This design comes from an exercise in tuning for a short achievable clock period and few clock cycles on the open sky130 flow, not from production work.
Only simulation tests tie the RTL to the original design; equivalence was not proved.
Power figures rest on the tool's default switching activity, not on a simulated workload.

==> design/flow/design.v <==
package cpu_pkg;
	typedef enum logic [6:0] {
		opc_op     = 7'b0110011,
		opc_op_imm = 7'b0010011,
		opc_lui    = 7'b0110111,
		opc_load   = 7'b0000011,
		opc_store  = 7'b0100011,
		opc_branch = 7'b1100011,
		opc_jal    = 7'b1101111
	} opcode_e;
	typedef struct packed {
		logic add;
		logic sub;
		logic and_;
		logic or_;
		logic xor_;
		logic slt;
		logic sll;
		logic srl;
		logic pass_b;
	} alu_sel_t;
	typedef struct packed {
		alu_sel_t alu;
		logic     reg_write;   
		logic     is_load;
		logic     is_store;
		logic     is_branch;
		logic     branch_ne;
		logic     is_jump;
		logic     use_rs1;
		logic     use_rs2;
		logic     b_imm;       
	} ctrl_t;
endpackage
module decoder (
	input  logic [31:0]          inst_i,
	output cpu_pkg::ctrl_t       ctrl_o,
	output logic [32-1:0] imm_o,      
	output logic [32-1:0] imm_b_o,
	output logic [32-1:0] imm_j_o
);
	logic [6:0] opcode;
	logic [2:0] funct3;
	logic [6:0] funct7;
	logic is_op, is_opi, is_lui, is_load, is_store, is_br, is_jal;
	logic arith_bad, arith;
	logic rd_nz;
	cpu_pkg::alu_sel_t arith_sel;
	assign opcode = inst_i[6:0];
	assign funct3 = inst_i[14:12];
	assign funct7 = inst_i[31:25];
	assign rd_nz = inst_i[11:7] != 5'd0;
	assign is_op    = opcode == cpu_pkg::opc_op;
	assign is_opi   = opcode == cpu_pkg::opc_op_imm;
	assign is_lui   = opcode == cpu_pkg::opc_lui;
	assign is_load  = opcode == cpu_pkg::opc_load && funct3 == 3'b010;
	assign is_store = opcode == cpu_pkg::opc_store && funct3 == 3'b010;
	assign is_br    = opcode == cpu_pkg::opc_branch && funct3[2:1] == 2'b00;
	assign is_jal   = opcode == cpu_pkg::opc_jal;
	assign arith_bad = (funct3 == 3'b011) ||
		(is_op ?
			!(funct7 == 7'b0 || (funct7 == 7'b0100000 && funct3 == 3'b000)) :
			((funct3 == 3'b001 || funct3 == 3'b101) && funct7 != 7'b0));
	assign arith = (is_op || is_opi) && !arith_bad;
	always_comb begin
		arith_sel = '0;
		case (funct3)
			3'b000: begin
				arith_sel.sub = is_op && funct7[5];
				arith_sel.add = !(is_op && funct7[5]);
			end
			3'b001: arith_sel.sll = 1'b1;
			3'b010: arith_sel.slt = 1'b1;
			3'b100: arith_sel.xor_ = 1'b1;
			3'b101: arith_sel.srl = 1'b1;
			3'b110: arith_sel.or_ = 1'b1;
			3'b111: arith_sel.and_ = 1'b1;
			default: ;
		endcase
	end
	assign imm_b_o = {{(32-12){inst_i[31]}}, inst_i[7], inst_i[30:25], inst_i[11:8], 1'b0};
	assign imm_j_o = {{(32-20){inst_i[31]}}, inst_i[19:12], inst_i[20], inst_i[30:21], 1'b0};
	always_comb begin
		if (is_lui)
			imm_o = {inst_i[31:12], 12'b0};
		else if (is_store)
			imm_o = {{(32-12){inst_i[31]}}, inst_i[31:25], inst_i[11:7]};
		else
			imm_o = {{(32-12){inst_i[31]}}, inst_i[31:20]};
	end
	always_comb begin
		ctrl_o = '0;
		if (arith)
			ctrl_o.alu = arith_sel;
		ctrl_o.alu.add = (arith && arith_sel.add) || is_load || is_store;
		ctrl_o.alu.pass_b = is_lui || is_jal;
		ctrl_o.reg_write = (arith || is_lui || is_load || is_jal) && rd_nz;
		ctrl_o.is_load = is_load;
		ctrl_o.is_store = is_store;
		ctrl_o.is_branch = is_br;
		ctrl_o.branch_ne = funct3[0];
		ctrl_o.is_jump = is_jal;
		ctrl_o.use_rs1 = arith || is_load || is_store || is_br;
		ctrl_o.use_rs2 = (arith && is_op) || is_store || is_br;
		ctrl_o.b_imm = (arith && is_opi) || is_lui || is_load || is_store || is_jal;
	end
endmodule
module gpr (
	input  logic                 clock_i,
	input  logic                 rst_i,
	input  logic                 we_i,       
	input  logic [4:0]           waddr_i,
	input  logic [32-1:0] wdata_i,
	input  logic [4:0]           raddr1_i,
	input  logic [4:0]           raddr2_i,
	output logic [32-1:0] rdata1_o,
	output logic [32-1:0] rdata2_o
);
	logic [32-1:0] regs [1:32-1];
	always_ff @(posedge clock_i) begin
		if (rst_i) begin
			for (int i = 1; i < 32; i++)
				regs[i] <= '0;
		end else if (we_i) begin
			regs[waddr_i] <= wdata_i;
		end
	end
	always_comb begin
		rdata1_o = '0;
		rdata2_o = '0;
		for (int i = 1; i < 32; i++) begin
			if (raddr1_i == 5'(i))
				rdata1_o = regs[i];
			if (raddr2_i == 5'(i))
				rdata2_o = regs[i];
		end
	end
endmodule
module alu (
	input  cpu_pkg::alu_sel_t    sel_i,
	input  logic [32-1:0] a_i,
	input  logic [32-1:0] b_i,
	input  logic [4:0]           shamt_i,    
	output logic [32-1:0] sum_o,
	output logic [32-1:0] dif_o,
	output logic [32-1:0] other_o,    
	output logic                 less_o,     
	output logic                 eq_o
);
	localparam int W = 32;
	function automatic logic [W-1:0] ks_add(input logic [W-1:0] a,
			input logic [W-1:0] b, input logic cin);
		logic [W-1:0] p, g, pp, gg, c;
		p = a ^ b;
		g = a & b;
		g[0] = g[0] | (p[0] & cin);
		pp = p;
		gg = g;
		for (int d = 1; d < W; d = d * 2) begin
			for (int i = W - 1; i >= d; i--) begin
				gg[i] = gg[i] | (pp[i] & gg[i-d]);
				pp[i] = pp[i] & pp[i-d];
			end
		end
		c = {gg[W-2:0], cin};
		ks_add = p ^ c;
	endfunction
	function automatic logic lt_tree(input logic [W-1:0] a, input logic [W-1:0] b);
		logic [W-1:0] lt, eq;
		lt = ~a & b;
		eq = ~(a ^ b);
		lt[W-1] = a[W-1] & ~b[W-1];
		for (int d = 1; d < W; d = d * 2) begin
			for (int i = 0; i + d < W; i += 2 * d) begin
				lt[i] = lt[i+d] | (eq[i+d] & lt[i]);
				eq[i] = eq[i+d] & eq[i];
			end
		end
		lt_tree = lt[0];
	endfunction
	logic [W-1:0] sll, srl;
	assign sum_o = ks_add(a_i, b_i, 1'b0);
	assign dif_o = ks_add(a_i, ~b_i, 1'b1);
	assign less_o = lt_tree(a_i, b_i);
	assign sll = a_i << shamt_i;
	assign srl = a_i >> shamt_i;
	assign other_o =
		({W{sel_i.and_}}   & (a_i & b_i)) |
		({W{sel_i.or_}}    & (a_i | b_i)) |
		({W{sel_i.xor_}}   & (a_i ^ b_i)) |
		({W{sel_i.sll}}    & sll) |
		({W{sel_i.srl}}    & srl) |
		({W{sel_i.pass_b}} & b_i);
	assign eq_o = a_i == b_i;
endmodule
module addr_gen (
	input  logic [31:0]          inst_i,
	input  logic [32-1:0] pc_i,
	output logic                 jal_o,      
	output logic                 br_o,       
	output logic [32-1:0] tgt_j_o,    
	output logic [32-1:0] tgt_b_o     
);
	localparam int W = 32;
	function automatic logic [W-1:0] ks_add(input logic [W-1:0] a, input logic [W-1:0] b);
		logic [W-1:0] p, g, pp, gg;
		p = a ^ b;
		g = a & b;
		pp = p;
		gg = g;
		for (int d = 1; d < W; d = d * 2) begin
			for (int i = W - 1; i >= d; i--) begin
				gg[i] = gg[i] | (pp[i] & gg[i-d]);
				pp[i] = pp[i] & pp[i-d];
			end
		end
		ks_add = p ^ {gg[W-2:0], 1'b0};
	endfunction
	logic is_br, same;
	logic [W-1:0] imm_b, imm_j;
	assign jal_o = inst_i[6:0] == 7'b1101111;
	assign is_br = inst_i[6:0] == 7'b1100011 && inst_i[14:13] == 2'b00;
	assign same = inst_i[19:15] == inst_i[24:20];
	assign br_o = is_br && (same ? !inst_i[12] : (inst_i[12] || inst_i[31]));
	assign imm_b = {{(W-12){inst_i[31]}}, inst_i[7], inst_i[30:25], inst_i[11:8], 1'b0};
	assign imm_j = {{(W-20){inst_i[31]}}, inst_i[19:12], inst_i[20], inst_i[30:21], 1'b0};
	assign tgt_b_o = ks_add(pc_i, imm_b);
	assign tgt_j_o = ks_add(pc_i, imm_j);
endmodule
module hazard (
	input  logic       valid_i,      
	input  logic [4:0] rs1_i,
	input  logic [4:0] rs2_i,
	input  logic       use_rs1_i,
	input  logic       use_rs2_i,
	input  logic       store_i,      
	input  logic [4:0] ex_rd_i,
	input  logic       ex_we_i,      
	input  logic       ex_is_load_i,
	input  logic [4:0] mem_rd_i,
	input  logic       mem_we_i,
	output logic       ex_hit1_o,    
	output logic       ex_hit2_o,
	output logic       mem_hit1_o,   
	output logic       mem_hit2_o,
	output logic       sd_late_o,    
	output logic       stall_o
);
	assign ex_hit1_o = ex_we_i && ex_rd_i == rs1_i;
	assign ex_hit2_o = ex_we_i && ex_rd_i == rs2_i;
	assign mem_hit1_o = mem_we_i && mem_rd_i == rs1_i;
	assign mem_hit2_o = mem_we_i && mem_rd_i == rs2_i;
	assign sd_late_o = ex_is_load_i && ex_hit2_o;
	assign stall_o = valid_i && ex_is_load_i &&
		((use_rs1_i && ex_hit1_o) || (use_rs2_i && !store_i && ex_hit2_o));
endmodule
module cpu (
	input  logic                 clock_i,
	input  logic                 rst_i,
	input  logic [31:0]          inst_i,
	input  logic [32-1:0] load_data_i,
	output logic [32-1:0] pc_o,
	output logic [32-1:0] address_o,
	output logic [32-1:0] store_data_o,
	output logic                 mem_load_o,
	output logic                 mem_store_o
);
	logic [32-1:0] pc, pc4, npc, npc_other, if_tgt_j, if_tgt_b;
	logic                 if_jal, if_br, if_taken, if_keep;
	logic                 d_valid;
	logic [32-1:0] d_pc4, d_tgt_b;
	logic [31:0]          d_inst;
	logic                 d_pred;
	cpu_pkg::ctrl_t       id_ctrl;
	logic [32-1:0] id_imm, id_imm_b, id_imm_j, id_rdata1, id_rdata2;
	logic [32-1:0] id_e1, id_e2, id_eb;
	logic [4:0]           id_rs1, id_rs2, id_rd, id_esh;
	logic                 stall;
	logic                 ex_hit1, ex_hit2, mem_hit1, mem_hit2, sd_late, id_hitb;
	logic                 id_early, id_zero, id_taken, id_mis;
	cpu_pkg::ctrl_t       e_ctrl;
	logic [32-1:0] e_a, e_b, e_sd, e_alt;
	logic [4:0]           e_rd, e_shamt;
	logic                 e_pred, e_sd_late;
	logic [32-1:0] alu_sum, alu_dif, alu_other, alu_result;
	logic                 alu_eq, alu_less, e_taken, e_mispredict;
	logic [32-1:0] m_result, m_sd, m_value;
	logic [4:0]           m_rd;
	logic                 m_we, m_load, m_store;
	addr_gen addr_gen_i (
		.inst_i(inst_i),
		.pc_i(pc),
		.jal_o(if_jal),
		.br_o(if_br),
		.tgt_j_o(if_tgt_j),
		.tgt_b_o(if_tgt_b)
	);
	assign pc4 = pc + 32'(4);
	always_comb begin
		if (e_mispredict)
			npc_other = e_alt;
		else if (id_mis)
			npc_other = d_pred ? d_pc4 : d_tgt_b;
		else if (stall)
			npc_other = pc;
		else
			npc_other = pc4;
	end
	assign if_keep = !e_mispredict && !id_mis && !stall;
	assign if_taken = if_jal || if_br;
	assign npc = ({32{if_keep && if_jal}} & if_tgt_j) |
		({32{if_keep && if_br}} & if_tgt_b) |
		({32{!(if_keep && if_taken)}} & npc_other);
	always_ff @(posedge clock_i) begin
		if (rst_i)
			pc <= 32'h0000_0000;
		else
			pc <= npc;
	end
	assign pc_o = pc;
	always_ff @(posedge clock_i) begin
		if (rst_i || e_mispredict || id_mis)
			d_valid <= 1'b0;
		else if (!stall)
			d_valid <= 1'b1;
	end
	always_ff @(posedge clock_i) begin
		if (!stall) begin
			d_pc4 <= pc4;
			d_tgt_b <= if_tgt_b;
			d_inst <= inst_i;
			d_pred <= if_taken;
		end
	end
	assign id_rs1 = d_inst[19:15];
	assign id_rs2 = d_inst[24:20];
	assign id_rd = d_inst[11:7];
	decoder decoder_i (
		.inst_i(d_inst),
		.ctrl_o(id_ctrl),
		.imm_o(id_imm),
		.imm_b_o(id_imm_b),
		.imm_j_o(id_imm_j)
	);
	gpr gpr_i (
		.clock_i(clock_i),
		.rst_i(rst_i),
		.we_i(m_we),
		.waddr_i(m_rd),
		.wdata_i(m_value),
		.raddr1_i(id_rs1),
		.raddr2_i(id_rs2),
		.rdata1_o(id_rdata1),
		.rdata2_o(id_rdata2)
	);
	hazard hazard_i (
		.valid_i(d_valid),
		.rs1_i(id_rs1),
		.rs2_i(id_rs2),
		.use_rs1_i(id_ctrl.use_rs1),
		.use_rs2_i(id_ctrl.use_rs2),
		.store_i(id_ctrl.is_store),
		.ex_rd_i(e_rd),
		.ex_we_i(e_ctrl.reg_write),
		.ex_is_load_i(e_ctrl.is_load),
		.mem_rd_i(m_rd),
		.mem_we_i(m_we),
		.ex_hit1_o(ex_hit1),
		.ex_hit2_o(ex_hit2),
		.mem_hit1_o(mem_hit1),
		.mem_hit2_o(mem_hit2),
		.sd_late_o(sd_late),
		.stall_o(stall)
	);
	function automatic logic [32-1:0] fwd(input logic hit,
			input logic [32-1:0] early);
		logic s_sum, s_dif, s_slt, s_oth;
		s_sum = hit && e_ctrl.alu.add;
		s_dif = hit && e_ctrl.alu.sub;
		s_slt = hit && e_ctrl.alu.slt;
		s_oth = hit && !e_ctrl.alu.add && !e_ctrl.alu.sub && !e_ctrl.alu.slt;
		fwd = ({32{s_sum}} & alu_sum) |
			({32{s_dif}} & alu_dif) |
			{{(32-1){1'b0}}, s_slt && alu_less} |
			({32{s_oth}} & alu_other) |
			({32{!hit}} & early);
	endfunction
	assign id_e1 = mem_hit1 ? m_value : id_rdata1;
	assign id_e2 = mem_hit2 ? m_value : id_rdata2;
	assign id_eb = id_ctrl.is_jump ? d_pc4 : id_ctrl.b_imm ? id_imm : id_e2;
	assign id_esh = id_ctrl.b_imm ? id_imm[4:0] : id_e2[4:0];
	assign id_hitb = ex_hit2 && !id_ctrl.b_imm;
	assign id_early = d_valid && !stall && id_ctrl.is_branch && ex_hit1 && id_rs2 == 5'd0 &&
		e_ctrl.alu.add && !e_ctrl.is_load;
	assign id_zero = (e_a ^ e_b) == {e_a[32-2:0] | e_b[32-2:0], 1'b0};
	assign id_taken = id_zero ^ id_ctrl.branch_ne;
	assign id_mis = id_early && (id_taken != d_pred);
	always_ff @(posedge clock_i) begin
		if (rst_i || e_mispredict || stall || !d_valid)
			e_ctrl <= '0;  
		else
			e_ctrl <= id_ctrl;
	end
	always_ff @(posedge clock_i) begin
		e_a <= fwd(ex_hit1, id_e1);
		e_b <= fwd(id_hitb, id_eb);
		e_shamt <= fwd(id_hitb, {27'b0, id_esh});  
		e_sd <= fwd(ex_hit2, id_e2);
		e_sd_late <= sd_late;
		e_rd <= id_rd;
		e_pred <= id_early ? id_taken : d_pred;
		e_alt <= d_pred ? d_pc4 : d_tgt_b;
	end
	alu alu_i (
		.sel_i(e_ctrl.alu),
		.a_i(e_a),
		.b_i(e_b),
		.shamt_i(e_shamt),
		.sum_o(alu_sum),
		.dif_o(alu_dif),
		.other_o(alu_other),
		.less_o(alu_less),
		.eq_o(alu_eq)
	);
	assign alu_result = ({32{e_ctrl.alu.add}} & alu_sum) |
		({32{e_ctrl.alu.sub}} & alu_dif) |
		{{(32-1){1'b0}}, e_ctrl.alu.slt && alu_less} | alu_other;
	assign e_taken = e_ctrl.is_branch && (alu_eq ^ e_ctrl.branch_ne);
	assign e_mispredict = e_ctrl.is_branch && (e_taken ^ e_pred);
	always_ff @(posedge clock_i) begin
		if (rst_i) begin
			m_we <= 1'b0;
			m_load <= 1'b0;
			m_store <= 1'b0;
		end else begin
			m_we <= e_ctrl.reg_write;
			m_load <= e_ctrl.is_load;
			m_store <= e_ctrl.is_store;
		end
	end
	always_ff @(posedge clock_i) begin
		m_result <= alu_result;
		m_sd <= e_sd_late ? load_data_i : e_sd;
		m_rd <= e_rd;
	end
	assign address_o = m_result;
	assign store_data_o = m_sd;
	assign mem_load_o = m_load;
	assign mem_store_o = m_store;
	assign m_value = m_load ? load_data_i : m_result;
endmodule
==> design/flow/flow/run.sh <==
#!/bin/bash
set -euo pipefail
MARGIN=$(cat flow/margin.txt)
bash standard.sh synth > synth.log 2>&1
bash standard.sh SETUP_SLACK_MARGIN=$MARGIN finish > layout.log 2>&1
==> design/flow/flow/margin.txt <==
7
==> design/flow/standard.sh <==
#!/bin/bash
# synth_recipe.tcl (not shown) runs the flow's synth.tcl, then flattens the netlist and writes it again
# the make line also repeats each setting of config.mk as NAME=value (left out here)
make -C /OpenROAD-flow-scripts/flow DESIGN_CONFIG=/design/flow/config.mk WORK_HOME=/design/flow/orfs CLKGATE_MAP_FILE= SYNTH_SCRIPT=/design/flow/synth_recipe.tcl "${@:-finish}"
==> design/flow/config.mk <==
export PLATFORM = sky130hd
export DESIGN_NAME = cpu
export DESIGN_NICKNAME = cpu
export VERILOG_FILES = /design/flow/design.v
export SDC_FILE = /design/flow/constraint.sdc
export NUM_CORES = 4
export LEC_CHECK = 0
export CAP_MARGIN = 20
export CELL_PAD_IN_SITES_GLOBAL_PLACEMENT = 1
export CORE_MARGIN = 2
export CORE_UTILIZATION = 40
export PLACE_DENSITY = 0.5
export SETUP_SLACK_MARGIN = 5
export SLEW_MARGIN = 20
export SYNTH_HIERARCHICAL = 1
export SYNTH_MINIMUM_KEEP_SIZE = 0
==> design/flow/constraint.sdc <==
create_clock -name core_clock -period 10.0 [get_ports {clock_i}]
set_input_delay 2.0000 -clock core_clock [delete_from_list [all_inputs] [get_ports {clock_i}]]
set_output_delay 2.0000 -clock core_clock [all_outputs]
set_load 0.01 [all_outputs]
==> results.json, run 1 <==
{
  "status": "no timing/DRC/antenna violations",
  "setup_viol": 0,
  "area_growth_pct": 44.6,
  "crit_top_cell": "o21ai_2",
  "grt_pass1_vias": 82500,
  "largest_reg_flops": 992,
  "critPathLaunchType": "register",
  "p_sw_mw": 6.46,
  "finalClockSkew_ns": 0.0515,
  "syn-mean-instance-area_um2": 9.75,
  "p_leak_nw": 47.0,
  "synth_warnings": 11,
  "p_seq_frac": 0.358,
  "num_vias": 93200,
  "routed-wl-met3_um": 104000,
  "fin_crit_sh": 0.392,
  "gr-usage-all-layers": 0.503,
  "r2r-start": "d_inst[21]$_DFFE_PN_",
  "worst-path-buf-inv": 6,
  "via_per_inst": 7.18,
  "vdd_drop_max_v": 0.000221,
  "fin_area_mm2": 0.123,
  "hold_violations": 0,
  "crit_fanout": 6,
  "start_util": 0.404,
  "synth_cells": 8690,
  "chipWidth_um": 464,
  "cts.path.max_buffers": 3,
  "p_int_mw": 12.1,
  "arrival_ns": 4.62,
  "syn_nets": 8970,
  "required_ns": 10.70,
  "ant_nets": 0,
  "setup-tns-final_ns": 0,
  "rows": 168,
  "fmax_mhz": 255,
  "relSlewSlack": 0.125,
  "wl_per_cell_um": 44.5,
  "netlist_area_mm2": 0.0847,
  "final_nets": 10300,
  "final_max_slew_viol_count": 0,
  "timing.hold.worst.start": "e_rd[0]$_DFF_P_",
  "clock_sinks": 1348,
  "hold_class": "reg -> reg",
  "drtPass1Iterations": 10,
  "startpoint": "d_inst[21]$_DFFE_PN_",
  "hold_buffers": 0,
  "antenna_found_initial": 67,
  "switching_share": 0.349,
  "cts_buffers": 163,
  "finalPower_mw": 18.5,
  "wl_met2_um": 211000,
  "worst_setup_path_end_kind": "register",
  "tightest_slew_ns": 1.30,
  "gp_congestion": 1.02,
  "cts_tree": "built",
  "place_area_mm2": 0.0900,
  "port_buffers": 163,
  "drt_wl_total_um": 577000,
  "path_class": "reg -> reg",
  "drc": 0,
  "path_cells": "buf_6, buf_12, buf_16, and2b_2, buf_12, buf_6, buf_6, a21oi_4, o2bb2ai_4, nand2_4, a2111oi_4, o21ai_2, a21oi_2, o21ai_2, o21ai_2, o211ai_1, o21ai_2",
  "worst_skew_pair.late_latency_ns": 0.86,
  "slowest_delay_ns": 0.55,
  "slowest_stage": "a2111oi_4",
  "largest-register": "gpr_i.regs",
  "grt_pass1_wl_um": 742000,
  "combPwrFrac": 0.318,
  "period_needed_ns": 3.92,
  "drt-met1-wl_um": 217000,
  "hpwl_um": 341000,
  "routed.top_layer": "met5",
  "grt-ovfl-total": 0,
  "cts.htree.levels": 4,
  "pin_count": 164,
  "nFillCells": 17500,
  "crit_family": "compound AO/OA/AOI/OAI gates",
  "power.share.clock": 0.324,
  "die_area_mm2": 0.216,
  "drtIter0Drc": 18700,
  "rsz0062_at_grt": "true",
  "final_core_util": 0.584,
  "core_mm2": 0.210,
  "post_route_cells_drive_above_1_share": 0.371,
  "grt_max_degree": 65,
  "die_h_um": 464,
  "power_density_mw_per_mm2": 151,
  "cts_root_buf": "clkbuf_16",
  "drv_cap": 0,
  "clk_pin_slew_ns": 0.06
}
## worst register-to-register path, stage by stage (launching register included)
cell       delay [ns]
edfxtp_1         0.42
buf_6            0.14
buf_12           0.14
buf_16           0.15
and2b_2          0.24
buf_12           0.14
buf_6            0.12
buf_6            0.12
a21oi_4          0.05
o2bb2ai_4        0.40
nand2_4          0.23
a2111oi_4        0.55
o21ai_2          0.18
a21oi_2          0.24
o21ai_2          0.13
o21ai_2          0.16
o211ai_1         0.16
o21ai_2          0.23
## area by class of cell
class | instances | area [um^2] | area share
Antenna cell | 71 | 178 | 0.00145
Clock inverter | 78 | 684 | 0.00558
Multi-Input combinational cell | 6364 | 52200 | 0.426
Clock buffer | 213 | 4390 | 0.0358
Inverter | 260 | 1180 | 0.00962
Sequential cell | 1348 | 38300 | 0.312
Timing Repair inverter | 16 | 120 | 0.000980
Tap cell | 2805 | 3510 | 0.0286
Timing Repair Buffer | 1826 | 22000 | 0.180
## repair_timing
action,CTS,global route
gates resized for setup,2881,609
pin swaps,540,414
setup endpoints to repair,2381,1044
setup buffers,915,330
cloned,156,22
## layer usage
layer	track usage	vias up
li1	-	35100
met1	0.671	46100
met2	0.638	9542
met3	0.259	2387
met4	0.288	56
met5	0.00334	-
## path summary, 6_finish.rpt
path,to,depth (start not counted),slack (ns)
worst max register to register,e_b[16]$_DFF_P_,17,6.08
worst max-delay path,e_b[16]$_DFF_P_,17,6.08
worst min-delay path,m_rd[0]$_DFF_P_,0,0.40
worst min register to register,m_rd[0]$_DFF_P_,0,0.40
## power by group through the flow
stage               logic [mW]  clock network [mW]  registers, mW
CTS                       5.08                5.94           6.61
finish                    5.89                6.00           6.64
detailed placement        3.48                   0           6.74
global route              5.92                6.15           6.64
floorplan                 2.10                   0           6.58
global placement          3.51                   0           6.74
## per-stage QoR
step	worst slack (ns)	instances	hold slack [ns]
after detailed placement	3.51	11200	0.391
final	6.08	13000	0.403
after global placement	3.41	11200	0.396
after CTS	6.26	12600	0.399
after global routing	6.03	12900	0.416
after floorplan	5.84	8690	0.361
## placed cells by master, fill, tap and decap left out, drive strengths merged, types with 52 or more instances in the layout
cell type / n
buf: 1702
edfxtp: 1089
and2: 1022
o21ai: 737
a21oi: 596
nand2: 546
nor2: 509
mux2i: 389
dfxtp: 259
clkbuf: 236
inv: 235
o22ai: 211
ha: 211
xnor2: 152
mux2: 139
nor3: 125
a22oi: 122
o211ai: 104
nand3: 95
a221oi: 95
nand2b: 78
xor2: 76
o221ai: 76
or2: 72
diode: 71
a221o: 65
nor2b: 60
a21o: 59
a211oi: 58
clkinv: 57
nor4: 56
bufbuf: 53
clkinvlp: 52
Testbench counts, summed over its fixed seeds: cycles 18,225.
==> inputs of run 2 (changes only) <==
--- a/design/flow/design.v
+++ b/design/flow/design.v
@@ -113,4 +113,4 @@
 	input  logic [32-1:0] wdata_i,
-	input  logic [4:0]           raddr1_i,
-	input  logic [4:0]           raddr2_i,
+	input  logic [32-1:0] rsel1_i,    
+	input  logic [32-1:0] rsel2_i,
 	output logic [32-1:0] rdata1_o,
@@ -131,6 +131,4 @@
 		for (int i = 1; i < 32; i++) begin
-			if (raddr1_i == 5'(i))
-				rdata1_o = regs[i];
-			if (raddr2_i == 5'(i))
-				rdata2_o = regs[i];
+			rdata1_o = rdata1_o | ({32{rsel1_i[i]}} & regs[i]);
+			rdata2_o = rdata2_o | ({32{rsel2_i[i]}} & regs[i]);
 		end
@@ -272,3 +270,5 @@
 	logic [31:0]          d_inst;
-	logic                 d_pred;
+	logic                 d_pred, d_early;
+	logic [32-1:0] d_rsel1, d_rsel2;
+	logic                 if_early;
 	cpu_pkg::ctrl_t       id_ctrl;
@@ -321,2 +321,5 @@
 	always_ff @(posedge clock_i) begin
+		d_early <= !stall ? if_early : 1'b0;  
+	end
+	always_ff @(posedge clock_i) begin
 		if (rst_i || e_mispredict || id_mis)
@@ -328,2 +331,4 @@
 		if (!stall) begin
+			d_rsel1 <= 32'(1) << inst_i[19:15];
+			d_rsel2 <= 32'(1) << inst_i[24:20];
 			d_pc4 <= pc4;
@@ -350,4 +355,4 @@
 		.wdata_i(m_value),
-		.raddr1_i(id_rs1),
-		.raddr2_i(id_rs2),
+		.rsel1_i(d_rsel1),
+		.rsel2_i(d_rsel2),
 		.rdata1_o(id_rdata1),
@@ -392,4 +397,6 @@
 	assign id_hitb = ex_hit2 && !id_ctrl.b_imm;
-	assign id_early = d_valid && !stall && id_ctrl.is_branch && ex_hit1 && id_rs2 == 5'd0 &&
-		e_ctrl.alu.add && !e_ctrl.is_load;
+	assign if_early = inst_i[6:0] == 7'b1100011 && inst_i[14:13] == 2'b00 &&
+		inst_i[24:20] == 5'd0 && inst_i[19:15] == id_rd && d_valid &&
+		id_ctrl.reg_write && id_ctrl.alu.add && !id_ctrl.is_load;
+	assign id_early = d_valid && d_early;
 	assign id_zero = (e_a ^ e_b) == {e_a[32-2:0] | e_b[32-2:0], 1'b0};
@@ -411,3 +418,3 @@
 		e_pred <= id_early ? id_taken : d_pred;
-		e_alt <= d_pred ? d_pc4 : d_tgt_b;
+		e_alt <= (id_early ? id_taken : d_pred) ? d_pc4 : d_tgt_b;
 	end
--- a/design/flow/config.mk
+++ b/design/flow/config.mk
@@ -8,6 +8,7 @@
 export CAP_MARGIN = 20
-export CELL_PAD_IN_SITES_GLOBAL_PLACEMENT = 1
+export CELL_PAD_IN_SITES_DETAIL_PLACEMENT = 1
+export CELL_PAD_IN_SITES_GLOBAL_PLACEMENT = 2
 export CORE_MARGIN = 2
-export CORE_UTILIZATION = 40
-export PLACE_DENSITY = 0.5
+export CORE_UTILIZATION = 30
+export PLACE_DENSITY = 0.45
 export SETUP_SLACK_MARGIN = 5
==> run 2 against run 1 <==
Sequential cell count increased by 63. Global-route usage decreased by 17 points. Final area decreased by 9.7%. Routed wire length decreased by 17%. Synthesized cell count decreased by 17%. Critical path depth decreased by 9. Die area increased by 24%. First-iteration DRC count decreased by 51%. Final cell count decreased by 8.5%. Combinational power decreased by 26%. Total power decreased by 3.8%. Critical endpoint is now e_b[18]$_DFF_P_. Largest cell class unchanged.
==> results.json, run 2 <==
{
  "hold_buffers": 0,
  "nFillCells": 27300,
  "antenna_found_initial": 96,
  "wl_per_cell_um": 40.5,
  "grt-ovfl-total": 0,
  "worst-path-buf-inv": 1,
  "hold_violations": 0,
  "slowest_delay_ns": 0.89,
  "via_per_inst": 5.96,
  "grt_pass1_vias": 68300,
  "combPwrFrac": 0.245,
  "core_mm2": 0.262,
  "port_buffers": 163,
  "setup-tns-final_ns": 0,
  "arrival_ns": 4.79,
  "path_class": "reg -> reg",
  "setup_viol": 0,
  "grt_pass1_wl_um": 615000,
  "drtPass1Iterations": 9,
  "mostFrequentLayoutCell": "edfxtp_1",
  "power.share.clock": 0.372,
  "rsz0062_at_grt": "true",
  "power_density_mw_per_mm2": 161,
  "relSlewSlack": 0.253,
  "cts.htree.levels": 4,
  "die_area_mm2": 0.268,
  "chipWidth_um": 517,
  "path_cells": "buf_12, a22oi_1, nand4_1, or4_4, o21ai_4, o21ai_0, o211ai_1, o21ai_1",
  "required_ns": 10.68,
  "critPathLaunchType": "register",
  "area_growth_pct": 39.9,
  "status": "no timing/DRC/antenna violations",
  "slowest_stage": "o211ai_1",
  "final_max_slew_viol_count": 0,
  "drc": 0,
  "final_cell_mix": "1,151 x edfxtp_1, 974 x and2_1, 765 x a22oi_1",
  "final_nets": 8486,
  "cts_root_buf": "clkbuf_16",
  "largest-register": "gpr_i.regs",
  "switching_share": 0.315,
  "grt_max_degree": 69,
  "cts.path.max_buffers": 3,
  "dp.cells": 10500,
  "crit_fanout": 16,
  "start_util": 0.301,
  "worst_setup_path_end_kind": "register",
  "synth_cells": 7231,
  "hold_class": "reg -> reg",
  "tightest_slew_ns": 1.12,
  "synth_warnings": 11,
  "netlist_area_mm2": 0.0791,
  "drtIter0Drc": 9143,
  "drv_cap": 0,
  "syn_nets": 7511,
  "p_leak_nw": 41.0,
  "p_seq_frac": 0.383,
  "gr-usage-all-layers": 0.337,
  "cts_tree": "built",
  "worst_skew_pair.late_latency_ns": 0.88,
  "fmax_mhz": 243,
  "ant_nets": 0,
  "hpwl_um": 293000,
  "crit_family": "compound AO/OA/AOI/OAI gates",
  "fin_cells": 11900,
  "p_sw_mw": 5.60,
  "post_route_cells_drive_above_1_share": 0.351,
  "p_int_mw": 12.2,
  "syn-mean-instance-area_um2": 10.9,
  "die_h_um": 517,
  "finalClockSkew_ns": 0.0513,
  "vdd_drop_max_v": 0.000172,
  "cts_buffers": 179,
  "clock_sinks": 1411,
  "clk_pin_slew_ns": 0.07,
  "rows": 188,
  "num_vias": 70800,
  "period_needed_ns": 4.11,
  "largest_reg_flops": 992,
  "drt_wl_total_um": 481000,
  "pin_count": 164,
  "gp_congestion": 0.901,
  "fin_crit_sh": 0.411
}
run 2: repair_timing:
action,in CTS,in global routing
endpoints found under the setup margin,2525,1815
buffers inserted,634,267
gates resized for setup,2161,520
cloned,86,61
pin swaps,376,336
run 2: cell type report:
| type | instances | area (um^2) | area share |
|---|---|---|---|
| multi-input combinational | 4989 | 42400 | 0.384 |
| sequential | 1411 | 40200 | 0.363 |
| timing repair buffer | 1383 | 16700 | 0.151 |
| clock buffer | 233 | 4870 | 0.0440 |
| tap | 3515 | 4400 | 0.0397 |
| inverter | 241 | 1030 | 0.00932 |
| clock inverter | 88 | 931 | 0.00841 |
| antenna | 17 | 42.5 | 0.000384 |
| timing repair inverter | 1 | 7.51 | 0.0000678 |
run 2: worst paths after layout:
path,startpoint,cells after the start,endpoint,slack (ns)
worst max-delay path,d_rsel2[3]$_SDFFCE_PP0N_,8,e_b[18]$_DFF_P_,5.89
worst min-delay path,e_rd[0]$_DFF_P_,0,m_rd[0]$_DFF_P_,0.43
worst max register to register,d_rsel2[3]$_SDFFCE_PP0N_,8,e_b[18]$_DFF_P_,5.89
worst min register to register,e_rd[0]$_DFF_P_,0,m_rd[0]$_DFF_P_,0.43
run 2: routing by layer:
layer | wire length [um] | part of all wire | vias up | global-route usage
li1 | - | - | 29400 | -
met1 | 209000 | 0.43 | 37500 | 0.469
met2 | 215000 | 0.45 | 3183 | 0.531
met3 | 39600 | 0.082 | 649 | 0.0610
met4 | 17100 | 0.036 | 30 | 0.0936
met5 | 222 | 0.00046 | - | 0
run 2: per-stage QoR:
stage               setup WS [ns]  total power, mW  hold slack (ns)  area (um^2)  utilization
floorplan                    4.78             8.37            0.373        80100            -
global placement             4.33             9.65            0.386        84800        0.323
detailed placement           4.25             9.65            0.386        84800        0.323
CTS                          6.02             17.4            0.444       105000        0.400
global route                 6.01             18.3            0.436       111000        0.422
finish                       5.89             17.8            0.425       111000        0.422
run 2: power by group through the flow:
stage / Combinational, mW / Sequential [mW] / Clock (mW)
after floorplan: 1.51 / 6.86 / 0
after global placement: 2.70 / 6.95 / 0
after detailed placement: 2.69 / 6.97 / 0
after CTS: 3.91 / 6.82 / 6.71
after global routing: 4.49 / 6.85 / 6.92
final: 4.35 / 6.82 / 6.63
Testbench counts of run 2, summed over its fixed seeds: cycles 18,225.
==> inputs of run 3 (changes only) <==
--- a/design/flow/design.v
+++ b/design/flow/design.v
@@ -228,8 +228,4 @@
 module hazard (
-	input  logic       valid_i,      
 	input  logic [4:0] rs1_i,
 	input  logic [4:0] rs2_i,
-	input  logic       use_rs1_i,
-	input  logic       use_rs2_i,
-	input  logic       store_i,      
 	input  logic [4:0] ex_rd_i,
@@ -243,4 +239,3 @@
 	output logic       mem_hit2_o,
-	output logic       sd_late_o,    
-	output logic       stall_o
+	output logic       sd_late_o     
 );
@@ -251,4 +246,2 @@
 	assign sd_late_o = ex_is_load_i && ex_hit2_o;
-	assign stall_o = valid_i && ex_is_load_i &&
-		((use_rs1_i && ex_hit1_o) || (use_rs2_i && !store_i && ex_hit2_o));
 endmodule
@@ -272,3 +265,3 @@
 	logic [32-1:0] d_rsel1, d_rsel2;
-	logic                 if_early;
+	logic                 if_early, if_stall, d_stall, if_rs1, if_rs2;
 	cpu_pkg::ctrl_t       id_ctrl;
@@ -320,4 +313,11 @@
 	assign pc_o = pc;
+	assign if_rs1 = inst_i[6:0] == 7'b0110011 || inst_i[6:0] == 7'b0010011 ||
+		inst_i[6:0] == 7'b0000011 || inst_i[6:0] == 7'b0100011 || inst_i[6:0] == 7'b1100011;
+	assign if_rs2 = inst_i[6:0] == 7'b0110011 || inst_i[6:0] == 7'b1100011;
+	assign if_stall = d_valid && id_ctrl.is_load && id_ctrl.reg_write &&
+		((if_rs1 && inst_i[19:15] == id_rd) || (if_rs2 && inst_i[24:20] == id_rd));
+	assign stall = d_valid && d_stall;
 	always_ff @(posedge clock_i) begin
 		d_early <= !stall ? if_early : 1'b0;  
+		d_stall <= !stall && if_stall;        
 	end
@@ -361,8 +361,4 @@
 	hazard hazard_i (
-		.valid_i(d_valid),
 		.rs1_i(id_rs1),
 		.rs2_i(id_rs2),
-		.use_rs1_i(id_ctrl.use_rs1),
-		.use_rs2_i(id_ctrl.use_rs2),
-		.store_i(id_ctrl.is_store),
 		.ex_rd_i(e_rd),
@@ -376,4 +372,3 @@
 		.mem_hit2_o(mem_hit2),
-		.sd_late_o(sd_late),
-		.stall_o(stall)
+		.sd_late_o(sd_late)
 	);
==> run 3 against run 2 <==
Worst hold slack got worse by 0.031 ns. Sequential share of layout area rose by 1.4 points. Register-to-register slack improved by 0.36 ns. Sequential power rose by 0.6%. Area after synthesis rose by 0.28%. Global-route usage fell by 0.95 points. Core utilization fell by 1.6 points. Final area fell by 3.6%.
==> results.json, run 3 <==
{
  "status": "no timing/DRC/antenna violations",
  "power_density_mw_per_mm2": 167,
  "finalPower_mw": 17.8,
  "fin_crit_sh": 0.375,
  "r2r-start": "d_rsel2[14]$_SDFFCE_PP0N_",
  "power.share.clock": 0.369,
  "grt_max_degree": 70,
  "drtPass1Iterations": 9,
  "arrival_ns": 4.47,
  "p_leak_nw": 39.5,
  "core_mm2": 0.263,
  "via_per_inst": 5.90,
  "syn-mean-instance-area_um2": 10.8,
  "gp_congestion": 0.916,
  "cts.htree.levels": 4,
  "worst_setup_path_end_kind": "register",
  "timing.hold.worst.start": "e_rd[2]$_DFF_P_",
  "final_cell_mix": "1,151 x edfxtp_1, 1,018 x and2_1, 764 x a22oi_1",
  "switching_share": 0.320,
  "post_route_cells_drive_above_1_share": 0.327,
  "finalClockSkew_ns": 0.0742,
  "drtIter0Drc": 8381,
  "regToRegSetupSlack_ns": 6.25,
  "reg2regPathDepth": 11,
  "netlist_area_mm2": 0.0793,
  "hold_buffers": 0,
  "grt-ovfl-total": 0,
  "drt_wl_total_um": 457000,
  "drv_cap": 0,
  "pin_count": 164,
  "synth_warnings": 11,
  "path_class": "reg -> reg",
  "holdPathStages": 0,
  "ant_nets": 0,
  "p_sw_mw": 5.70,
  "start_util": 0.302,
  "r2r_end": "e_b[24]$_DFF_P_",
  "die_area_mm2": 0.268,
  "largest-register": "gpr_i.regs",
  "p_seq_frac": 0.384,
  "largest_reg_flops": 992,
  "fmax_mhz": 266,
  "num_vias": 69100,
  "antenna_found_initial": 78,
  "cts_buffers": 178,
  "cts_root_buf": "clkbuf_16",
  "drc": 0,
  "nFillCells": 27700,
  "grt_pass1_vias": 67900,
  "hold_class": "reg -> reg",
  "vdd_drop_max_v": 0.000185,
  "wl_per_cell_um": 39.0,
  "area_growth_pct": 34.5,
  "grt_pass1_wl_um": 608000,
  "p_int_mw": 12.1,
  "final_max_slew_viol_count": 0,
  "tightest_slew_ns": 1.30,
  "syn_nets": 7620,
  "chipWidth_um": 518,
  "critPathLaunchType": "register",
  "port_buffers": 163,
  "mostFrequentLayoutCell": "edfxtp_1",
  "whs_endpoint": "m_rd[2]$_DFF_P_",
  "final_nets": 8317,
  "period_needed_ns": 3.75,
  "required_ns": 10.71,
  "cts.path.max_buffers": 3,
  "setup-tns-final_ns": 0,
  "crit_fanout": 8,
  "die_h_um": 518,
  "clk_pin_slew_ns": 0.06,
  "hpwl_um": 291000,
  "combPwrFrac": 0.247,
  "synth_cells": 7340,
  "hold_violations": 0,
  "gr-usage-all-layers": 0.327,
  "rsz0062_at_grt": "true",
  "relSlewSlack": 0.134,
  "cts_tree": "built",
  "clock_sinks": 1412,
  "worst_skew_pair.late_latency_ns": 0.89,
  "setup_viol": 0,
  "rows": 188
}
## run 3: per-stage QoR
| step | setup WS (ns) | instance area, um^2 | hold slack (ns) | cells | util |
|---|---|---|---|---|---|
| global placement | 4.21 | 84800 | 0.384 | 10500 | 0.323 |
| detailed placement | 4.11 | 84800 | 0.386 | 10500 | 0.323 |
| CTS | 6.32 | 103000 | 0.399 | 11500 | 0.392 |
| global route | 6.19 | 107000 | 0.405 | 11700 | 0.406 |
| floorplan | 6.14 | 80500 | 0.373 | 7340 | - |
| finish | 6.25 | 107000 | 0.395 | 11700 | 0.406 |
## run 3: power groups by stage
stage / Clock [mW] / Sequential, mW / Combinational [mW]
3_3_place_gp: 0 / 6.99 / 2.78
3_5_place_dp: 0 / 7.00 / 2.78
6_report: 6.58 / 6.86 / 4.40
5_1_grt: 6.89 / 6.88 / 4.56
2_1_floorplan: 0 / 6.88 / 1.57
4_1_cts: 6.68 / 6.84 / 3.95
## run 3: cell type report
type                       count  area (um^2)  share of cell area
sequential                  1412        40200               0.377
inverter                     241         1080              0.0101
timing repair buffer        1107        12400               0.116
tap                         3515         4400              0.0412
clock inverter                97          996             0.00934
multi-input combinational   5097        42700               0.400
antenna                       16         40.0            0.000375
clock buffer                 231         4810              0.0451
## run 3: critical path, stage by stage (launching register included)
cell	delay (ns)
edfxtp_1	0.44
buf_6	0.15
buf_12	0.14
a222oi_1	0.85
nand3_1	0.43
or4_4	0.76
o21ai_4	0.19
nor2_1	0.06
a21oi_2	0.24
o21ai_0	0.14
nand2_1	0.13
o21ai_2	0.05
## run 3: worst max path at each step
| stage | startpoint | end | slack [ns] |
|---|---|---|---|
| floorplan | inst_i[8] | pc[21]$_SDFF_PP0_ | 6.14 |
| global placement | rst_i | gpr_i.regs[11][10]$_SDFFCE_PN0P_ | 4.21 |
| detailed placement | rst_i | gpr_i.regs[27][18]$_SDFFCE_PN0P_ | 4.11 |
| CTS | e_b[26]$_DFF_P_ | pc[15]$_SDFF_PP0_ | 6.32 |
| global route | e_b[26]$_DFF_P_ | pc[18]$_SDFF_PP0_ | 6.19 |
| finish | d_rsel2[14]$_SDFFCE_PP0N_ | e_b[24]$_DFF_P_ | 6.25 |
## run 3: per-layer routing
| layer | up-vias | GRT usage | share of wire |
|---|---|---|---|
| met5 | - | 0 | 0.00057 |
| met4 | 18 | 0.100 | 0.035 |
| met3 | 530 | 0.0565 | 0.074 |
| met2 | 2894 | 0.490 | 0.43 |
| met1 | 36500 | 0.476 | 0.46 |
| li1 | 29200 | - | - |
## run 3: what timing repair did
item / CTS / global route
gates resized for setup: 2020 / 465
setup endpoints to repair: 2335 / 1182
pin swaps: 388 / 301
cloned: 86 / 10
hold endpoints to repair: 0 / 0
setup buffers: 563 / 168
Testbench counts of run 3, summed over its fixed seeds: cycles 18,225.
==> inputs of run 4 (changes only) <==
--- a/design/flow/config.mk
+++ b/design/flow/config.mk
@@ -8,7 +8,6 @@
 export CAP_MARGIN = 20
-export CELL_PAD_IN_SITES_DETAIL_PLACEMENT = 1
-export CELL_PAD_IN_SITES_GLOBAL_PLACEMENT = 2
+export CELL_PAD_IN_SITES_GLOBAL_PLACEMENT = 1
 export CORE_MARGIN = 2
-export CORE_UTILIZATION = 30
-export PLACE_DENSITY = 0.45
+export CORE_UTILIZATION = 40
+export PLACE_DENSITY = 0.5
 export SETUP_SLACK_MARGIN = 5
==> run 4 against run 3 <==
Critical path type unchanged. Sequential power barely moved. Largest power group unchanged. Core utilization grew 12 points. Via count rose by 0.80%. First-iteration DRC count is 20% higher. Register-to-register slack improved by 0.23 ns. Worst hold slack got worse by 0.0058 ns. Clock power decreased by 3.6%. Sequential cell count unchanged. Maximum frequency increased by 6.5%. Worst setup slack improved by 0.23 ns. Sequential share of layout area is 0.78 points higher. Area after synthesis did not move.
==> results.json, run 4 <==
{
  "mostFrequentLayoutCell": "edfxtp_1",
  "relSlewSlack": 0.166,
  "gr-usage-all-layers": 0.395,
  "synth_warnings": 11,
  "final_cell_mix": "1,151 x edfxtp_1, 1,032 x and2_1, 747 x a22oi_1",
  "grt_pass1_vias": 65300,
  "power_density_mw_per_mm2": 167,
  "start_util": 0.402,
  "fmax_mhz": 284,
  "vdd_drop_max_v": 0.000155,
  "path_cells": "buf_6, inv_4, ha_4, clkinvlp_4, buf_6, buf_6, a21oi_4, o21bai_1, a221o_2, a31oi_4, o31ai_4, a221oi_2, xnor2_1, a222oi_1, buf_4, buf_6, mux2i_1",
  "post-place-ws_ns": 4.45,
  "clock_sinks": 1412,
  "chipWidth_um": 449,
  "hpwl_um": 257000,
  "area_growth_pct": 31.6,
  "crit_fanout": 4,
  "die_h_um": 449,
  "nFillCells": 17200,
  "tightest_slew_ns": 1.25,
  "rsz0062_at_grt": "true",
  "p_leak_nw": 39.0,
  "grt_pass1_wl_um": 557000,
  "hold_violations": 0,
  "drv_cap": 0,
  "drc": 0,
  "synth_cells": 7340,
  "final_core_util": 0.529,
  "wl_per_cell_um": 38.2,
  "timing.hold.worst.start": "e_rd[0]$_DFF_P_",
  "port_buffers": 163,
  "largest_reg_flops": 992,
  "finalClockSkew_ns": 0.0833,
  "slowest_stage": "a221o_2",
  "netlist_area_mm2": 0.0793,
  "hold_ws_ns": 0.389,
  "r2r-start": "e_a[17]$_DFF_P_",
  "antenna_found_initial": 54,
  "crit_top_cell": "buf_6",
  "fin_crit_sh": 0.352,
  "core_mm2": 0.197,
  "worst_setup_path_end_kind": "register",
  "gp_congestion": 0.973,
  "clk_pin_slew_ns": 0.06,
  "cts.path.max_buffers": 3,
  "status": "no timing/DRC/antenna violations",
  "syn-mean-instance-area_um2": 10.8,
  "drt_wl_total_um": 413000,
  "grt-ovfl-total": 0,
  "syn_nets": 7620,
  "post_route_cells_drive_above_1_share": 0.316,
  "grt_max_degree": 72,
  "fin_area_mm2": 0.104,
  "worst_skew_pair.late_latency_ns": 0.88,
  "final_nets": 8301,
  "setup_slack_ns": 6.48,
  "final_max_slew_viol_count": 0,
  "setup-tns-final_ns": 0,
  "pin_count": 164,
  "rows": 163,
  "place_area_mm2": 0.0839,
  "drtPass1Iterations": 10,
  "die_area_mm2": 0.202,
  "hold_class": "reg -> reg",
  "period_needed_ns": 3.52,
  "drtIter0Drc": 10100,
  "num_vias": 69700,
  "required_ns": 10.71,
  "path_class": "reg -> reg",
  "startpoint": "e_a[17]$_DFF_P_",
  "arrival_ns": 4.23,
  "hold_buffers": 0,
  "cts_buffers": 166,
  "cts_tree": "built",
  "slowest_delay_ns": 0.36,
  "ant_nets": 0,
  "setup_viol": 0,
  "via_per_inst": 6.44,
  "critPathLaunchType": "register",
  "cts_root_buf": "clkbuf_16",
  "largest-register": "gpr_i.regs",
  "cts.htree.levels": 4
}
-- run 4: area by class of cell --
class | count | area, um^2 | share of cell area
Multi-Input combinational cell | 5100 | 42500 | 0.408
Sequential cell | 1412 | 40200 | 0.385
Timing Repair Buffer | 1099 | 11700 | 0.112
Clock buffer | 218 | 4550 | 0.0436
Tap cell | 2640 | 3300 | 0.0317
Inverter | 241 | 1030 | 0.00985
Clock inverter | 90 | 1020 | 0.00977
Antenna cell | 16 | 40.0 | 0.000384
Timing Repair inverter | 1 | 5.00 | 0.0000480
-- run 4: stage by stage --
stage	power (mW)	instances
2_1_floorplan	8.45	7340
3_3_place_gp	9.63	9698
3_5_place_dp	9.61	9698
4_1_cts	16.9	10600
5_1_grt	17.8	10800
6_report	17.4	10800
-- run 4: path summary, 6_finish.rpt --
kind	endpoint	slack, ns	cells past startpoint
max reg2reg	e_a[26]$_DFF_P_	6.48	17
min	m_rd[0]$_DFF_P_	0.39	0
max	e_a[26]$_DFF_P_	6.48	17
min reg2reg	m_rd[0]$_DFF_P_	0.39	0
-- run 4: metal layers --
metal  global-route usage  wire, um  vias to the layer above
li1                     -         -                    29200
met1                0.548    169000                    35500
met2                0.561    171000                     4199
met3                0.130     51600                      780
met4                0.169     20900                       40
met5                    0       256                        -
-- run 4: critical path: cells and delay by family, from the launching register on --
kind	cells	cell delay, ns
AOI/OAI and AO/OA	7	1.55
buffers and inverters	7	0.94
DFF	1	0.33
muxes	1	0.05
xor gates and xnor gates	1	0.16
adders and majority gates	1	0.34
-- run 4: repair_timing --
action / in CTS / in global routing
pin swaps: 378 / 292
cloned: 74 / 4
gates resized for setup: 1879 / 482
buffers inserted: 525 / 191
endpoints found under the setup margin: 2290 / 1106
-- run 4: where the power goes --
part           switching (mW)  internal [mW]  leakage (nW)
registers               0.218           6.61          14.3
logic                    2.47           1.75          21.9
clock network            2.73           3.62          2.69
==> inputs of run 5 (changes only) <==
--- a/design/flow/design.v
+++ b/design/flow/design.v
@@ -279,5 +279,5 @@
 	logic                 alu_eq, alu_less, e_taken, e_mispredict;
-	logic [32-1:0] m_result, m_sd, m_value;
+	logic [32-1:0] m_result, m_sd, m_value, m_addr;
 	logic [4:0]           m_rd;
-	logic                 m_we, m_load, m_store;
+	logic                 m_we, m_load, m_store, m_ldw;
 	addr_gen addr_gen_i (
@@ -435,2 +435,3 @@
 			m_load <= 1'b0;
+			m_ldw <= 1'b0;
 			m_store <= 1'b0;
@@ -439,2 +440,3 @@
 			m_load <= e_ctrl.is_load;
+			m_ldw <= e_ctrl.is_load && e_ctrl.reg_write;  
 			m_store <= e_ctrl.is_store;
@@ -444,2 +446,3 @@
 		m_result <= alu_result;
+		m_addr <= alu_sum;  
 		m_sd <= e_sd_late ? load_data_i : e_sd;
@@ -447,3 +450,3 @@
 	end
-	assign address_o = m_result;
+	assign address_o = m_addr;
 	assign store_data_o = m_sd;
@@ -451,3 +454,3 @@
 	assign mem_store_o = m_store;
-	assign m_value = m_load ? load_data_i : m_result;
+	assign m_value = m_ldw ? load_data_i : m_result;
 endmodule
==> run 5 against run 4 <==
Critical endpoint is now pc[8]$_SDFF_PP0_. Largest power group unchanged. Count of clock-buffer cells in the layout increased by 9. Highest routed layer unchanged. Sequential share of layout area decreased by 0.23 points. Final area increased by 2.3%. Clock skew decreased by 0.039 ns. Non-clock buffer count increased by 82. Area after synthesis increased by 0.58%. Clock power decreased by 3.2%. Worst setup slack got worse by 0.11 ns. Register-to-register slack got worse by 0.096 ns. Still clean.
==> results.json, run 5 <==
{
  "start_util": 0.403,
  "die_h_um": 451,
  "required_ns": 10.75,
  "status": "no timing/DRC/antenna violations",
  "hpwl_um": 250000,
  "ant_nets": 0,
  "pin_count": 164,
  "drc": 0,
  "chipWidth_um": 451,
  "slowest_delay_ns": 0.30,
  "worst_skew_pair.late_latency_ns": 0.86,
  "power_density_mw_per_mm2": 165,
  "grt_pass1_vias": 66500,
  "path_cells": "buf_12, xor2_1, nor3_2, nand4_1, nand4_1, nor2_4, nor2_4, buf_12, inv_16, nor2_4, buf_4, buf_8, a31oi_1, a21oi_1, o221ai_2, a21oi_1",
  "final_cell_mix": "1,151 x edfxtp_1, 1,007 x and2_1, 748 x a22oi_1",
  "cts_buffers": 168,
  "period_needed_ns": 3.63,
  "worst-path-buf-inv": 5,
  "drtIter0Drc": 11200,
  "fmax_mhz": 275,
  "syn-mean-instance-area_um2": 10.8,
  "tightest_slew_ns": 1.21,
  "finalClockSkew_ns": 0.0444,
  "drv_cap": 0,
  "fin_area_mm2": 0.107,
  "grt_max_degree": 67,
  "via_per_inst": 6.51,
  "cts_tree": "built",
  "post_route_cells_drive_above_1_share": 0.328,
  "fin_crit_sh": 0.363,
  "hold_class": "reg -> reg",
  "cts.path.max_buffers": 3,
  "slowest_stage": "nor3_2",
  "setup-tns-final_ns": 0,
  "worst_setup_path_end_kind": "register",
  "clock_sinks": 1445,
  "wl_per_cell_um": 38.5,
  "die_area_mm2": 0.203,
  "setup_viol": 0,
  "largest-register": "gpr_i.regs",
  "crit_family": "simple AND/OR/NAND/NOR gates",
  "clk_pin_slew_ns": 0.06,
  "num_vias": 71200,
  "vdd_drop_max_v": 0.000184,
  "drt_wl_total_um": 421000,
  "critPathLaunchType": "primary input",
  "place_area_mm2": 0.0844,
  "synth_cells": 7358,
  "rows": 163,
  "relSlewSlack": 0.182,
  "core_mm2": 0.198,
  "p_leak_nw": 39.7,
  "final_nets": 8418,
  "arrival_ns": 4.39,
  "grt-ovfl-total": 0,
  "grt_pass1_wl_um": 559000,
  "syn_nets": 7638,
  "netlist_area_mm2": 0.0798,
  "area_growth_pct": 33.8,
  "rsz0062_at_grt": "true",
  "antenna_found_initial": 73,
  "synth_warnings": 11,
  "cts_root_buf": "clkbuf_16",
  "hold_violations": 0,
  "crit_fanout": 7,
  "cts.htree.levels": 4,
  "port_buffers": 163,
  "mostFrequentLayoutCell": "edfxtp_1",
  "crit_top_cell": "nor2_4",
  "final_max_slew_viol_count": 0,
  "drtPass1Iterations": 9,
  "gp_congestion": 0.954,
  "largest_reg_flops": 992,
  "path_class": "in -> reg",
  "gr-usage-all-layers": 0.395
}
[run 5: worst paths after layout]
kind,cells past startpoint,slack (ns),to,start
hold / removal,0,0.39,m_rd[2]$_DFF_P_,e_rd[2]$_DFF_P_
hold reg to reg,0,0.39,m_rd[2]$_DFF_P_,e_rd[2]$_DFF_P_
setup / recovery,16,6.37,pc[8]$_SDFF_PP0_,inst_i[21]
setup reg to reg,10,6.38,e_b[0]$_DFF_P_,d_rsel2[1]$_SDFFCE_PP0N_
[run 5: report_power, final]
part / switching (mW) / internal, mW / total (mW)
clock: 2.72 / 3.42 / 6.14
sequential: 0.267 / 6.81 / 7.08
combinational: 2.53 / 1.85 / 4.38
total: 5.52 / 12.1 / 17.6
[run 5: per-layer routing]
layer	vias up	routed length (um)	GRT usage
met1	36000	166000	0.533
li1	29500	-	-
met3	940	53800	0.130
met2	4744	177000	0.570
met4	44	23800	0.186
met5	-	353	0
[run 5: worst register-to-register path: stages, from the launching register on]
cell and delay (ns):
edfxtp_1 0.45, buf_12 0.20, buf_12 0.14, a22oi_1 0.18, nand4_1 0.56, or4_1 0.86, o21ai_1 0.53, nor2_1 0.08
a21oi_1 0.23, mux2_2 0.20, a21oi_1 0.06
[run 5: layout make-up]
| class | count | area [um^2] |
|---|---|---|
| repair buffers | 1181 | 13200 |
| clock inverters | 78 | 801 |
| repair inverters | 12 | 77.6 |
| clock buffers | 227 | 4550 |
| inverters | 243 | 1070 |
| well taps | 2640 | 3300 |
| multi-input cells | 5087 | 42800 |
| fillers | 17100 | 91100 |
| diodes | 17 | 42.5 |
| flip-flops and latches | 1445 | 40900 |
[run 5: what timing repair did]
action / 4_1_cts / 5_1_grt
pin swaps: 409 / 377
hold buffers: 0 / 0
resized for setup: 1933 / 517
setup endpoints to repair: 2232 / 980
setup buffers: 586 / 206
gates cloned: 90 / 19
[run 5: per-stage QoR]
stage | setup WS (ns) | instances | total power, mW | hold WS [ns] | util
3_3_place_gp | 3.80 | 9702 | 9.96 | 0.380 | 0.426
4_1_cts | 6.47 | 10700 | 17.0 | 0.390 | 0.517
5_1_grt | 6.30 | 10900 | 18.0 | 0.402 | 0.539
2_1_floorplan | 6.04 | 7358 | 8.66 | 0.373 | -
3_5_place_dp | 3.79 | 9707 | 9.95 | 0.382 | 0.426
6_report | 6.37 | 10900 | 17.6 | 0.390 | 0.539
Testbench counts of run 5, summed over its fixed seeds: cycles 18,225.
==> inputs of run 6 (changes only) <==
--- a/design/flow/design.v
+++ b/design/flow/design.v
@@ -258,3 +258,3 @@
 );
-	logic [32-1:0] pc, pc4, npc, npc_other, if_tgt_j, if_tgt_b;
+	logic [32-1:0] pc, pc4, npc, npc_other, if_tgt_j, if_tgt_b, pc_out, npc_out;
 	logic                 if_jal, if_br, if_taken, if_keep;
@@ -279,2 +279,4 @@
 	logic                 alu_eq, alu_less, e_taken, e_mispredict;
+	logic                 m_mis;
+	logic [32-1:0] m_alt;
 	logic [32-1:0] m_result, m_sd, m_value, m_addr;
@@ -292,4 +294,4 @@
 	always_comb begin
-		if (e_mispredict)
-			npc_other = e_alt;
+		if (m_mis)
+			npc_other = m_alt;
 		else if (id_mis)
@@ -301,3 +303,3 @@
 	end
-	assign if_keep = !e_mispredict && !id_mis && !stall;
+	assign if_keep = !m_mis && !id_mis && !stall;
 	assign if_taken = if_jal || if_br;
@@ -306,9 +308,20 @@
 		({32{!(if_keep && if_taken)}} & npc_other);
+	always_comb begin
+		if (if_keep && if_jal)
+			npc_out = if_tgt_j;
+		else if (if_keep && if_br)
+			npc_out = if_tgt_b;
+		else
+			npc_out = npc_other;
+	end
 	always_ff @(posedge clock_i) begin
-		if (rst_i)
+		if (rst_i) begin
 			pc <= 32'h0000_0000;
-		else
+			pc_out <= 32'h0000_0000;
+		end else begin
 			pc <= npc;
+			pc_out <= npc_out;
+		end
 	end
-	assign pc_o = pc;
+	assign pc_o = pc_out;
 	assign if_rs1 = inst_i[6:0] == 7'b0110011 || inst_i[6:0] == 7'b0010011 ||
@@ -324,3 +337,3 @@
 	always_ff @(posedge clock_i) begin
-		if (rst_i || e_mispredict || id_mis)
+		if (rst_i || m_mis || id_mis)
 			d_valid <= 1'b0;
@@ -400,3 +413,3 @@
 	always_ff @(posedge clock_i) begin
-		if (rst_i || e_mispredict || stall || !d_valid)
+		if (rst_i || m_mis || stall || !d_valid)
 			e_ctrl <= '0;  
@@ -430,3 +443,10 @@
 	assign e_taken = e_ctrl.is_branch && (alu_eq ^ e_ctrl.branch_ne);
-	assign e_mispredict = e_ctrl.is_branch && (e_taken ^ e_pred);
+	assign e_mispredict = e_ctrl.is_branch && (e_taken ^ e_pred) && !m_mis;
+	always_ff @(posedge clock_i) begin
+		if (rst_i)
+			m_mis <= 1'b0;
+		else
+			m_mis <= e_mispredict;
+		m_alt <= e_alt;
+	end
 	always_ff @(posedge clock_i) begin
@@ -438,6 +458,6 @@
 		end else begin
-			m_we <= e_ctrl.reg_write;
-			m_load <= e_ctrl.is_load;
-			m_ldw <= e_ctrl.is_load && e_ctrl.reg_write;  
-			m_store <= e_ctrl.is_store;
+			m_we <= e_ctrl.reg_write && !m_mis;
+			m_load <= e_ctrl.is_load && !m_mis;
+			m_ldw <= e_ctrl.is_load && e_ctrl.reg_write && !m_mis;  
+			m_store <= e_ctrl.is_store && !m_mis;
 		end
==> run 6 against run 5 <==
Total power is 2.8% higher. First-iteration DRC count is 0.81% higher. Maximum frequency is 0.47% lower. Count of clock-buffer cells in the layout is 13 higher. Via count is 1.8% higher. Core utilization is 0.68 points lower. Routed wire length is 2.7% higher. Clock power is 5.2% higher. Sequential cell count is 65 higher. Global-route usage is 0.56 points higher. Area after synthesis is 2.6% higher. Critical path type unchanged.
==> results.json, run 6 <==
{
  "worst_setup_path_end_kind": "register",
  "antenna_found_initial": 63,
  "fmax_mhz": 274,
  "power.share.clock": 0.357,
  "period_needed_ns": 3.65,
  "nFillCells": 17800,
  "vdd_drop_max_v": 0.000182,
  "gr-usage-all-layers": 0.401,
  "finalClockSkew_ns": 0.0506,
  "cts.htree.levels": 4,
  "final_cell_mix": "1,151 x edfxtp_1, 1,026 x and2_1, 727 x a22oi_1",
  "num_vias": 72400,
  "regToRegSetupSlack_ns": 6.44,
  "r2r-start": "d_rsel2[1]$_SDFFCE_PP0N_",
  "post_route_cells_drive_above_1_share": 0.324,
  "hpwl_um": 263000,
  "worst_skew_pair.late_latency_ns": 0.88,
  "chipWidth_um": 456,
  "final_core_util": 0.533,
  "cts_buffers": 175,
  "grt_pass1_vias": 66700,
  "reg2regPathDepth": 13,
  "power_density_mw_per_mm2": 166,
  "tightest_slew_ns": 1.14,
  "hold_violations": 0,
  "wl_per_cell_um": 39.0,
  "die_area_mm2": 0.208,
  "setup_viol": 0,
  "syn_nets": 7771,
  "p_leak_nw": 40.7,
  "drt_wl_total_um": 432000,
  "final_max_slew_viol_count": 0,
  "drtPass1Iterations": 9,
  "switching_share": 0.309,
  "port_buffers": 163,
  "via_per_inst": 6.53,
  "critPathLaunchType": "primary input",
  "area_growth_pct": 32.8,
  "largest_reg_flops": 992,
  "clock_sinks": 1510,
  "setup_slack_ns": 6.35,
  "drtIter0Drc": 11200,
  "fin_crit_sh": 0.365,
  "required_ns": 10.75,
  "relSlewSlack": 0.242,
  "drc": 0,
  "r2r_end": "e_b[12]$_DFF_P_",
  "combPwrFrac": 0.236,
  "grt_pass1_wl_um": 579000,
  "hold_class": "reg -> reg",
  "cts_tree": "built",
  "final_nets": 8516,
  "ant_nets": 0,
  "status": "no timing/DRC/antenna violations",
  "path_class": "in -> reg",
  "die_h_um": 456,
  "p_int_mw": 12.5,
  "largest-register": "gpr_i.regs",
  "p_sw_mw": 5.58,
  "pin_count": 164,
  "whs_endpoint": "m_alt[11]$_DFF_P_",
  "netlist_area_mm2": 0.0818,
  "gp_congestion": 0.990,
  "mostFrequentLayoutCell": "edfxtp_1",
  "core_mm2": 0.204,
  "p_seq_frac": 0.407,
  "drv_cap": 0,
  "rsz0062_at_grt": "true",
  "hold_buffers": 0,
  "grt-ovfl-total": 0,
  "crit_fanout": 3,
  "holdPathStages": 0,
  "timing.hold.worst.start": "e_alt[11]$_DFF_P_",
  "cts_root_buf": "clkbuf_16",
  "rows": 166,
  "syn-mean-instance-area_um2": 10.9,
  "synth_cells": 7491,
  "setup-tns-final_ns": 0,
  "synth_warnings": 11,
  "start_util": 0.401,
  "clk_pin_slew_ns": 0.06,
  "post-place-ws_ns": 4.32,
  "cts.path.max_buffers": 3,
  "arrival_ns": 4.40,
  "grt_max_degree": 125
}
run 6: worst max-delay path: stages:
cell and delay (ns):
buf_12 0.09, ha_4 0.18, inv_2 0.05, fa_2 0.34, nand2b_4 0.16, a21oi_4 0.20
o211a_1 0.26, o21bai_4 0.10, a21o_4 0.23, buf_6 0.11, buf_6 0.10, a311oi_4 0.25
a22oi_1 0.13, a31oi_1 0.19
run 6: stage by stage:
stage | hold WS (ns) | cells | area (um^2) | total power [mW]
floorplan | 0.310 | 7491 | 83200 | 8.93
global placement | 0.311 | 9866 | 86400 | 10.3
detailed placement | 0.312 | 9869 | 86400 | 10.2
CTS | 0.291 | 10800 | 104000 | 17.5
global route | 0.303 | 11100 | 109000 | 18.5
finish | 0.294 | 11100 | 109000 | 18.1
run 6: power groups by stage:
stage          Sequential, mW  Combinational, mW  Clock (mW)
3_5_place_dp             7.46               2.77           0
5_1_grt                  7.38               4.38        6.73
2_1_floorplan            7.39               1.54           0
6_report                 7.35               4.26        6.46
3_3_place_gp             7.45               2.80           0
4_1_cts                  7.33               3.70        6.49
run 6: worst max-delay path by stage:
stage | start | to
detailed placement | inst_i[19] | pc_out[1]$_SDFF_PP0_
global placement | inst_i[19] | pc_out[0]$_SDFF_PP0_
CTS | inst_i[8] | pc[25]$_SDFF_PP0_
global route | inst_i[8] | pc[29]$_SDFF_PP0_
floorplan | inst_i[8] | pc[25]$_SDFF_PP0_
finish | inst_i[8] | pc[29]$_SDFF_PP0_
run 6: per-layer routing:
layer	part of all wire	vias to the layer above	track usage	wire, um
li1	-	29900	-	-
met5	0.00062	-	0	270
met4	0.051	34	0.167	22200
met3	0.12	902	0.127	53900
met1	0.41	36800	0.558	176000
met2	0.42	4770	0.571	180000
run 6: area by class of cell:
cell class,count,area [um^2],area share
Tap cell,2688,3360,0.0310
Inverter,231,947,0.00872
Clock buffer,240,4940,0.0455
Multi-Input combinational cell,5168,44000,0.405
Timing Repair inverter,1,5.00,0.0000461
Clock inverter,77,694,0.00639
Sequential cell,1510,42100,0.387
Timing Repair Buffer,1149,12600,0.116
Antenna cell,25,62.6,0.000576
run 6: timing repair:
action                                   CTS  global route
gates resized for setup                 1874           575
pin swaps                                404           352
gates cloned                              97             8
endpoints found under the setup margin  2403          1140
setup buffers                            543           230
Testbench counts of run 6, summed over its fixed seeds: cycles 18,272.

==> re-timing with driven ports <==
Ports are ideal in the flow. The routed layouts listed here were re-timed in OpenROAD.
Step 1: set_driving_cell puts a clkbuf_16 on clock_i and a buf_2 on each other input, an assumption about the parent block.
Step 2 moves the port delays by t, midway between the first and last clock arrival at a register: inputs arrive t later, outputs are due t later. That takes back most of the time a late clock gives input paths.
Three values: ideal ports, drivers, drivers and shift; two values: the first two.
run | shift t [ns] | setup slack, ns | worst setup path at the end | latest minus earliest clock arrival (ns) | pins driven straight from the clock port
run 1 | 0.938 | 6.077 / 6.077 / 5.380 | input to register | 0.053 / 0.054 | 1
run 2 | 0.937 | 5.889 / 5.889 / 5.369 | input to register | 0.056 / 0.056 | 1
run 3 | 0.947 | 6.246 / 6.246 / 5.514 | input to register | 0.077 / 0.077 | 1
run 4 | 0.930 | 6.476 / 6.441 / 5.646 | input to register | 0.085 / 0.085 | 1
run 5 | 0.936 | 6.365 / 6.378 / 5.477 | input to register | 0.048 / 0.048 | 1
run 6 | 0.951 | 6.348 / 6.343 / 5.392 | input to register | 0.058 / 0.058 | 1
After both steps every run listed still meets setup and hold. The setup slack of run 6, which loses most, moves by -0.005 ns with the drivers and by -0.956 ns with both steps.
